Context: an optimization exercise on an open-source flow, tuned for small area and a short achievable clock period. The choices shown serve that exercise and are no tape-out recipe. The RTL was checked by simulation tests, not by an equivalence proof against the original design. Power figures rest on the tool's default switching activity, not on a simulated workload.

==> design.v <==
package mips_id_pkg;
    typedef logic [31:0] word_t;       
    typedef logic [4:0]  reg_addr_t;
    typedef logic [15:0] imm16_t;
    typedef logic [25:0] jaddr_t;      
    typedef logic [2:0]  credit_t;
    typedef enum logic [1:0] {
        DO_ZERO,
        DO_LINK,
        DO_LUI,
        DO_CMP
    } do_sel_t;
    typedef enum logic [2:0] {
        CMP_EQ,
        CMP_NE,
        CMP_LEZ,
        CMP_GTZ,
        CMP_LTZ,
        CMP_GEZ,
        CMP_LT
    } cmp_op_t;
    typedef enum logic [1:0] {
        NPC_BRANCH,
        NPC_JUMP,
        NPC_REG
    } npc_sel_t;
endpackage
`timescale 1ns/1ps
import mips_id_pkg::*;
module id_control (
    input  mips_id_pkg::word_t    inst,
    output mips_id_pkg::cmp_op_t  cmp_op,
    output logic     cmp_imm,
    output logic     cmp_signed,
    output logic     ext_signed,
    output mips_id_pkg::do_sel_t  do_sel,
    output mips_id_pkg::npc_sel_t npc_sel,
    output logic     is_branch
);
    logic [5:0] opcode;
    logic [5:0] funct;
    assign opcode = inst[31:26];
    assign funct  = inst[5:0];
    always_comb begin
        cmp_op     = CMP_EQ;
        cmp_imm    = 1'b0;
        cmp_signed = 1'b1;
        ext_signed = 1'b1;
        do_sel     = DO_ZERO;
        npc_sel    = NPC_BRANCH;
        is_branch  = 1'b0;
        case (opcode)
            6'h00: begin
                case (funct)
                    6'h08: npc_sel = NPC_REG;
                    6'h09: begin
                        npc_sel = NPC_REG;
                        do_sel  = DO_LINK;
                    end
                    6'h2a: begin
                        cmp_op = CMP_LT;
                        do_sel = DO_CMP;
                    end
                    6'h2b: begin
                        cmp_op     = CMP_LT;
                        cmp_signed = 1'b0;
                        do_sel     = DO_CMP;
                    end
                    default: ;
                endcase
            end
            6'h01: begin
                is_branch = 1'b1;
                cmp_op    = inst[16] ? CMP_GEZ : CMP_LTZ;
            end
            6'h02: npc_sel = NPC_JUMP;
            6'h03: begin
                npc_sel = NPC_JUMP;
                do_sel  = DO_LINK;
            end
            6'h04: is_branch = 1'b1;
            6'h05: begin
                is_branch = 1'b1;
                cmp_op    = CMP_NE;
            end
            6'h06: begin
                is_branch = 1'b1;
                cmp_op    = CMP_LEZ;
            end
            6'h07: begin
                is_branch = 1'b1;
                cmp_op    = CMP_GTZ;
            end
            6'h0a: begin
                cmp_op  = CMP_LT;
                cmp_imm = 1'b1;
                do_sel  = DO_CMP;
            end
            6'h0b: begin
                cmp_op     = CMP_LT;
                cmp_imm    = 1'b1;
                cmp_signed = 1'b0;          
                do_sel     = DO_CMP;
            end
            6'h0c, 6'h0d, 6'h0e: ext_signed = 1'b0;
            6'h0f: do_sel = DO_LUI;
            default: ;
        endcase
    end
endmodule
`timescale 1ns/1ps
import mips_id_pkg::*;
module register_file (
    input  logic      clk,
    input  logic      arst_n,
    input  mips_id_pkg::reg_addr_t rs_addr,
    input  mips_id_pkg::reg_addr_t rt_addr,
    input  logic      wb_en,
    input  mips_id_pkg::reg_addr_t wb_addr,
    input  mips_id_pkg::word_t     wb_data,
    output mips_id_pkg::word_t     rs_val,
    output mips_id_pkg::word_t     rt_val
);
    mips_id_pkg::word_t regs [1:31];
    logic  wr_en;
    assign wr_en = wb_en && (wb_addr != 5'd0);
    always_ff @(posedge clk or negedge arst_n) begin
        if (!arst_n) begin
            for (int i = 1; i < 32; i++) begin
                regs[i] <= '0;
            end
        end else if (wr_en) begin
            regs[wb_addr] <= wb_data;
        end
    end
    always_comb begin
        if (rs_addr == 5'd0)
            rs_val = '0;
        else if (wr_en && (wb_addr == rs_addr))
            rs_val = wb_data;
        else
            rs_val = regs[rs_addr];
        if (rt_addr == 5'd0)
            rt_val = '0;
        else if (wr_en && (wb_addr == rt_addr))
            rt_val = wb_data;
        else
            rt_val = regs[rt_addr];
    end
endmodule
`timescale 1ns/1ps
import mips_id_pkg::*;
module branch_unit (
    input  mips_id_pkg::word_t    rs_val,
    input  mips_id_pkg::word_t    rt_val,
    input  mips_id_pkg::word_t    imm_ext,
    input  mips_id_pkg::word_t    pc4,
    input  mips_id_pkg::jaddr_t   jaddr,
    input  mips_id_pkg::cmp_op_t  cmp_op,
    input  logic     cmp_imm,
    input  logic     cmp_signed,
    input  mips_id_pkg::npc_sel_t npc_sel,
    input  logic     is_branch,
    output logic     cmp_true,
    output logic     jump,
    output mips_id_pkg::word_t    target
);
    mips_id_pkg::word_t cmp_b;
    logic  rs_zero;
    logic  rs_neg;
    logic  lt_signed;
    logic  lt_unsigned;
    assign cmp_b       = cmp_imm ? imm_ext : rt_val;
    assign rs_zero     = (rs_val == '0);
    assign rs_neg      = rs_val[31];
    assign lt_signed   = $signed(rs_val) < $signed(cmp_b);
    assign lt_unsigned = rs_val < cmp_b;
    always_comb begin
        case (cmp_op)
            CMP_EQ:  cmp_true = (rs_val == cmp_b);
            CMP_NE:  cmp_true = (rs_val != cmp_b);
            CMP_LEZ: cmp_true = rs_neg | rs_zero;
            CMP_GTZ: cmp_true = !rs_neg && !rs_zero;
            CMP_LTZ: cmp_true = rs_neg;
            CMP_GEZ: cmp_true = !rs_neg;
            CMP_LT:  cmp_true = cmp_signed ? lt_signed : lt_unsigned;
            default: cmp_true = 1'b0;
        endcase
    end
    assign jump = is_branch ? cmp_true : (npc_sel != NPC_BRANCH);
    always_comb begin
        case (npc_sel)
            NPC_JUMP: target = {pc4[31:28], jaddr, 2'b00};
            NPC_REG:  target = rs_val;
            default:  target = pc4 + {imm_ext[29:0], 2'b00};    
        endcase
    end
endmodule
`timescale 1ns/1ps
import mips_id_pkg::*;
module operand_unit (
    input  mips_id_pkg::imm16_t  imm,
    input  logic    ext_signed,
    input  mips_id_pkg::word_t   pc4,
    input  logic    cmp_true,
    input  mips_id_pkg::do_sel_t do_sel,
    output mips_id_pkg::word_t   imm_ext,
    output mips_id_pkg::word_t   do_val
);
    mips_id_pkg::word_t link_addr;
    mips_id_pkg::word_t lui_val;
    mips_id_pkg::word_t cmp_word;
    assign imm_ext = ext_signed ? {{16{imm[15]}}, imm} : {16'h0000, imm};
    assign link_addr = pc4 + 32'd4;
    assign lui_val   = {imm, 16'h0000};
    assign cmp_word  = {31'd0, cmp_true};    
    always_comb begin
        case (do_sel)
            DO_LINK: do_val = link_addr;
            DO_LUI:  do_val = lui_val;
            DO_CMP:  do_val = cmp_word;
            default: do_val = '0;
        endcase
    end
endmodule
`timescale 1ns/1ps
import mips_id_pkg::*;
module id_stage (
    input  logic  clk,
    input  logic  arst_n,
    input  logic  in_valid,
    input  mips_id_pkg::word_t in_inst,
    input  mips_id_pkg::word_t rs_val,
    input  mips_id_pkg::word_t rt_val,
    input  mips_id_pkg::word_t imm_ext,
    input  mips_id_pkg::word_t do_val,
    input  logic  jump,
    input  mips_id_pkg::word_t target,
    input  logic  credit_return,
    output logic  in_ready,
    output logic  out_valid,
    output mips_id_pkg::word_t out_inst,
    output mips_id_pkg::word_t out_rs_val,
    output mips_id_pkg::word_t out_rt_val,
    output mips_id_pkg::word_t out_imm,
    output mips_id_pkg::word_t out_do,
    output logic  out_jump,
    output mips_id_pkg::word_t out_target
);
    mips_id_pkg::credit_t credits;
    logic    accept;
    logic    credit_inc;
    assign in_ready   = (credits != '0);
    assign accept     = in_valid && in_ready;
    assign credit_inc = credit_return && (credits != mips_id_pkg::credit_t'(4));
    always_ff @(posedge clk or negedge arst_n) begin
        if (!arst_n) begin
            credits <= mips_id_pkg::credit_t'(4);
        end else begin
            case ({accept, credit_inc})
                2'b10:   credits <= credits - 3'd1;
                2'b01:   credits <= credits + 3'd1;
                default: credits <= credits;    
            endcase
        end
    end
    always_ff @(posedge clk or negedge arst_n) begin
        if (!arst_n) begin
            out_valid <= 1'b0;
        end else begin
            out_valid <= accept;
        end
    end
    always_ff @(posedge clk) begin
        if (accept) begin
            out_inst   <= in_inst;
            out_rs_val <= rs_val;
            out_rt_val <= rt_val;
            out_imm    <= imm_ext;
            out_do     <= do_val;
            out_jump   <= jump;
            out_target <= target;
        end
    end
endmodule
`timescale 1ns/1ps
import mips_id_pkg::*;
module mips_id_top (
    input  logic      clk,
    input  logic      arst_n,
    input  logic      in_valid,
    input  mips_id_pkg::word_t     in_inst,
    input  mips_id_pkg::word_t     in_pc4,
    input  logic      wb_en,
    input  mips_id_pkg::reg_addr_t wb_addr,
    input  mips_id_pkg::word_t     wb_data,
    input  logic      credit_return,
    output logic      in_ready,
    output logic      out_valid,
    output mips_id_pkg::word_t     out_inst,
    output mips_id_pkg::word_t     out_rs_val,
    output mips_id_pkg::word_t     out_rt_val,
    output mips_id_pkg::word_t     out_imm,
    output mips_id_pkg::word_t     out_do,
    output logic      out_jump,
    output mips_id_pkg::word_t     out_target
);
    mips_id_pkg::cmp_op_t  cmp_op;
    logic     cmp_imm;
    logic     cmp_signed;
    logic     ext_signed;
    mips_id_pkg::do_sel_t  do_sel;
    mips_id_pkg::npc_sel_t npc_sel;
    logic     is_branch;
    mips_id_pkg::word_t    rs_val;
    mips_id_pkg::word_t    rt_val;
    mips_id_pkg::word_t    imm_ext;
    mips_id_pkg::word_t    do_val;
    logic     cmp_true;
    logic     jump;
    mips_id_pkg::word_t    target;
    id_control id_control_i (
        .inst(in_inst), .cmp_op(cmp_op), .cmp_imm(cmp_imm), .cmp_signed(cmp_signed),
        .ext_signed(ext_signed), .do_sel(do_sel), .npc_sel(npc_sel), .is_branch(is_branch)
    );
    register_file register_file_i (
        .clk(clk), .arst_n(arst_n),
        .rs_addr(in_inst[25:21]), .rt_addr(in_inst[20:16]),
        .wb_en(wb_en), .wb_addr(wb_addr), .wb_data(wb_data),
        .rs_val(rs_val), .rt_val(rt_val)
    );
    branch_unit branch_unit_i (
        .rs_val(rs_val), .rt_val(rt_val), .imm_ext(imm_ext), .pc4(in_pc4),
        .jaddr(in_inst[25:0]), .cmp_op(cmp_op), .cmp_imm(cmp_imm),
        .cmp_signed(cmp_signed), .npc_sel(npc_sel), .is_branch(is_branch),
        .cmp_true(cmp_true), .jump(jump), .target(target)
    );
    operand_unit operand_unit_i (
        .imm(in_inst[15:0]), .ext_signed(ext_signed), .pc4(in_pc4),
        .cmp_true(cmp_true), .do_sel(do_sel), .imm_ext(imm_ext), .do_val(do_val)
    );
    id_stage id_stage_i (
        .clk(clk), .arst_n(arst_n), .in_valid(in_valid), .in_inst(in_inst),
        .rs_val(rs_val), .rt_val(rt_val), .imm_ext(imm_ext), .do_val(do_val),
        .jump(jump), .target(target), .credit_return(credit_return), .in_ready(in_ready),
        .out_valid(out_valid), .out_inst(out_inst), .out_rs_val(out_rs_val),
        .out_rt_val(out_rt_val), .out_imm(out_imm), .out_do(out_do),
        .out_jump(out_jump), .out_target(out_target)
    );
endmodule
==> run.sh <==
#!/bin/bash
# synth_recipe.tcl (not shown) runs the flow's synth.tcl, then flattens the netlist and writes it again
# the make line also repeats each setting of config.mk as NAME=value (left out here)
make -C /OpenROAD-flow-scripts/flow DESIGN_CONFIG=/design/flow/config.mk WORK_HOME=/design/flow/orfs CLKGATE_MAP_FILE= SYNTH_SCRIPT=/design/flow/synth_recipe.tcl finish
==> config.mk <==
export PLATFORM = sky130hd
export DESIGN_NAME = mips_id_top
export DESIGN_NICKNAME = mips_id_top
export VERILOG_FILES = /design/flow/design.v
export SDC_FILE = /design/flow/constraint.sdc
export NUM_CORES = 4
export LEC_CHECK = 0
export CAP_MARGIN = 20
export CORE_MARGIN = 2
export CORE_UTILIZATION = 30
export SETUP_SLACK_MARGIN = 0.4
export SLEW_MARGIN = 20
==> constraint.sdc <==
create_clock -name core_clock -period 5.5 [get_ports {clk}]
set_input_delay 1.1000 -clock core_clock [delete_from_list [all_inputs] [get_ports {clk}]]
set_output_delay 1.1000 -clock core_clock [all_outputs]
set_load 0.01 [all_outputs]
==> summary.txt <==
==> cells by family (layout without fill, tap and decap cells) <==
group / after synthesis / count (layout) / synth area share [%]
AO/OA/AOI/OAI: 1259 / 1259 / 15.8
flip-flops: 1158 / 1158 / 50.5
multiplexers: 1017 / 1017 / 19.4
AND/OR/NAND/NOR: 901 / 901 / 8.21
buffers and inverters: 515 / 1533 / 3.70
XOR/XNOR: 69 / 69 / 1.02
adder cells (fa/ha/maj): 68 / 68 / 1.47
other: 0 / 25 / 0
==> repair_timing <==
action,in CTS,in global routing
setup endpoints to repair,2,2
setup buffers,33,5
pin swaps,23,23
gates cloned,3,1
gates resized for setup,90,68
==> worst max path at each step <==
stage	depth (start not counted)	from	to	slack, ns
floorplan	21	in_inst[18]	id_stage_i.out_do[0]$_DFFE_PP_	0.42
global placement	27	in_inst[17]	id_stage_i.out_do[0]$_DFFE_PP_	-1.44
detailed placement	27	in_inst[17]	id_stage_i.out_do[0]$_DFFE_PP_	-1.37
CTS	23	in_inst[24]	id_stage_i.out_do[0]$_DFFE_PP_	0.39
global route	22	in_inst[25]	id_stage_i.out_do[0]$_DFFE_PP_	0.39
finish	22	in_inst[23]	id_stage_i.out_jump$_DFFE_PP_	0.34
==> metrics by stage <==
step           instances  hold slack, ns  util (%)  worst slack, ns  total power (uW)
6_report            8654           0.383      40.3            0.345             27900
5_1_grt             8633           0.426      40.2            0.394             28600
4_1_cts             8623           0.398      40.1            0.393             27600
3_5_place_dp        8332           0.511      37.2            -1.37             17700
3_3_place_gp        8332           0.501      37.2            -1.44             17600
2_1_floorplan       4987           0.491         -            0.418             14200
==> Yosys cell counts (128+ instances only) <==
| master | n | area (um2) |
|---|---|---|
| nand2_1 | 137 | 514 |
| clkbuf_1 | 367 | 1380 |
| nor2_1 | 160 | 601 |
| o21ai_0 | 136 | 681 |
| nand4_1 | 159 | 995 |
| dfrtp_1 | 995 | 24900 |
| and3_1 | 138 | 863 |
| a221oi_1 | 162 | 1420 |
| a21oi_1 | 128 | 641 |
| a22oi_1 | 561 | 4210 |
| mux2_2 | 1000 | 11300 |
| edfxtp_1 | 162 | 4860 |
==> registers in the layout (all words and copies together), names as in the netlist <==
signal and cells:
id_stage_i.out_do 32, id_stage_i.out_target 32, id_stage_i.out_imm 1, register_file_i.regs 992, id_stage_i.credits 3, id_stage_i.out_jump 1
id_stage_i.out_inst 32, id_stage_i.out_valid 1, id_stage_i.out_rt_val 32, id_stage_i.out_rs_val 32
==> per-layer routing <==
metal	vias up	global-route usage (%)
met5	-	0.659
met3	1675	13.7
li1	21300	-
met2	5017	50.8
met4	24	25.9
met1	28700	43.5
==> critical path, stage by stage <==
cell       delay [ns]
buf_2            0.11
buf_12           0.14
buf_12           0.16
buf_4            0.16
nor3_4           0.92
buf_4            0.24
and3_1           0.16
a2111oi_1        0.06
nand4_1          0.13
nor4_2           0.07
buf_4            0.17
o21ai_1          0.60
ha_1             0.28
nand4_1          0.14
nor2_4           0.20
and3_4           0.24
nand4_1          0.12
mux2_2           0.30
o21ai_2          0.11
o32ai_1          0.08
a21oi_1          0.14
nand2_1          0.06
==> final cells by class <==
cell class | count | area (um2)
Tap cell | 2624 | 3280
Clock buffer | 187 | 3920
Clock inverter | 68 | 895
Sequential cell | 1158 | 29800
Fill cell | 18400 | 117000
Multi-Input combinational cell | 3314 | 28300
Antenna cell | 25 | 62.6
Timing Repair Buffer | 1258 | 12300
Inverter | 20 | 82.6
==> where the power goes <==
group          internal (uW)  total [uW]  leakage [uW]  switching, uW
combinational           2760        5590        0.0170           2830
sequential             10500       12400        0.0143           1880
clock                   5770        9910       0.00235           4140
total                  19000       27900        0.0337           8860
==> summary.txt <==
Status
  • Status: timing/DRC/antenna clean

Route
  • Antenna viol nets, final: 0
  • WL final: 364000 um
  • Metal-1 WL: 135000 um
  • Via-to-Cell Ratio: 6.55
  • Via count: 56700
  • Highest Signal Layer: met5
  • Met2 wire len: 150000 um
  • Met3 wire length: 46800 um
  • DRC viols: 0
  • Initial DRT Pass Iterations: 10
  • Iteration-0 DRC Markers: 9760
  • Wire per inst: 42.1 um

Pwr
  • P per Cell Area: 355 mW/mm2
  • Leakage: 0.0337 uW
  • Peak supply drop: 0.379 mV

Logic synthesis
  • Sequential-to-total area share from yosys stat: 50.5%
  • Fraction of registers with async set/reset: 86.0%
  • Post-synth cell types: 82
  • Yosys warns: 6
  • Flops & latches, synth: 1158
  • Post-synth EDFFs: 162
  • Synth Instances: 4987
  • Syn_area_per_cell: 11.8 um2
  • Syn Nets: 5161
  • Post-synth top flop: dfrtp_1
  • Mapped cell area: 0.0590 mm2

Placement
  • Port Buffers: 300
  • Placed inst area: 0.0726 mm2
  • RePlAce Congestion: 1.07
  • DP HPWL: 254000 um

Layout
  • Layout area overhead: 33.2%
  • Post-route cell area: 0.0786 mm2
  • Share of cells above drive strength 1: 40.0%
  • Most common cell after layout, fill and taps aside: mux2_2
  • Nets@finish: 6064
  • Most frequent cells in the layout: mux2_2 (1000), dfrtp_1 (995), buf_4 (778)

Worst setup path
  • Reg2Reg Depth: 18
  • FF-to-FF setup slack: 0.81 ns
  • CP arrival: 5.75 ns
  • Worst reg2reg endpoint: id_stage_i.out_do[0]$_DFFE_PP_
  • FF-to-FF Start: register_file_i.regs[7][25]$_DFFE_PN0P_
  • Kind of critical path: in2reg
  • Crit start category: primary input
  • Crit path required time: 6.09 ns
  • CP Max Fanout: 12
  • Crit. End Element: flip-flop

Timing
  • Max-slew violation count: 0
  • Clock Skew: 0.0338 ns
  • Relative slew slack: 22.0%
  • Fin crit share: 93.7%
  • Fmax: 194 MHz
  • Setup TNS: 0 ns
  • Hold Violations, Final: 0
  • Unrepaired setup endpoints after global routing: no
  • Worst slew pin tran: 1.17 ns
  • Tmin final: 5.16 ns
  • Final setup vio count: 0

Global route
  • Largest net degree at the start of global routing: 121
  • Initial antenna violation count: 38
  • Vias in the first global route: 54900
  • Total GRT Usage: 35.6%
  • First-pass GRT wire length: 485000 um
  • Grt total ovfl: 0

CTS
  • Worst skew pair latency: 0.85 ns
  • TritonCTS Sinks: 1158
  • Clk buf depth: 3
  • Total CTS buffers: 138
  • Root Buffer: clkbuf_16
  • Reg clk slew, reported paths: 0.06 ns
  • CTS tree: done
  • # hold bufs at CTS: 0
  • H-tree levels: 4

Floorplanning
  • Die W: 448 um
  • # rows: 162
  • I/O pin cnt: 301
  • Die area: 0.200 mm2
  • Core area: 0.195 mm2
  • Initial Util: 30.2%
  • Die span in y: 448 um

Job
  • Max-cap viol count: 0

Min path
  • Hold Path Class: in2async

-- port drivers added, routing unchanged --
The flow's constraints put no driver on any port. The routed layout listed below was extracted and timed again, unchanged, in two steps.
Step 1, drivers: a clkbuf_16 drives clk and a buf_2 each remaining input, both assumed.
Step 2 times the ports against the registers' clock, not the clock port: input delays grow and output delays shrink by t, the midpoint of the rising clock arrivals with the driver on.
Slacks: ideal / step 1 / step 2; pairs: ideal / step 1.
t, ns: 0.924
setup WS [ns]: 0.345 / 0.307 / -0.618
latest minus earliest clock arrival (ns): 0.045 / 0.045
worst register clock-pin slew, ns: 0.07 / 0.07
With both steps, setup timing fails in this run, where it was met with ideal ports. For this run, drivers alone change the setup slack by -0.038 ns; drivers and shift together by -0.963 ns.
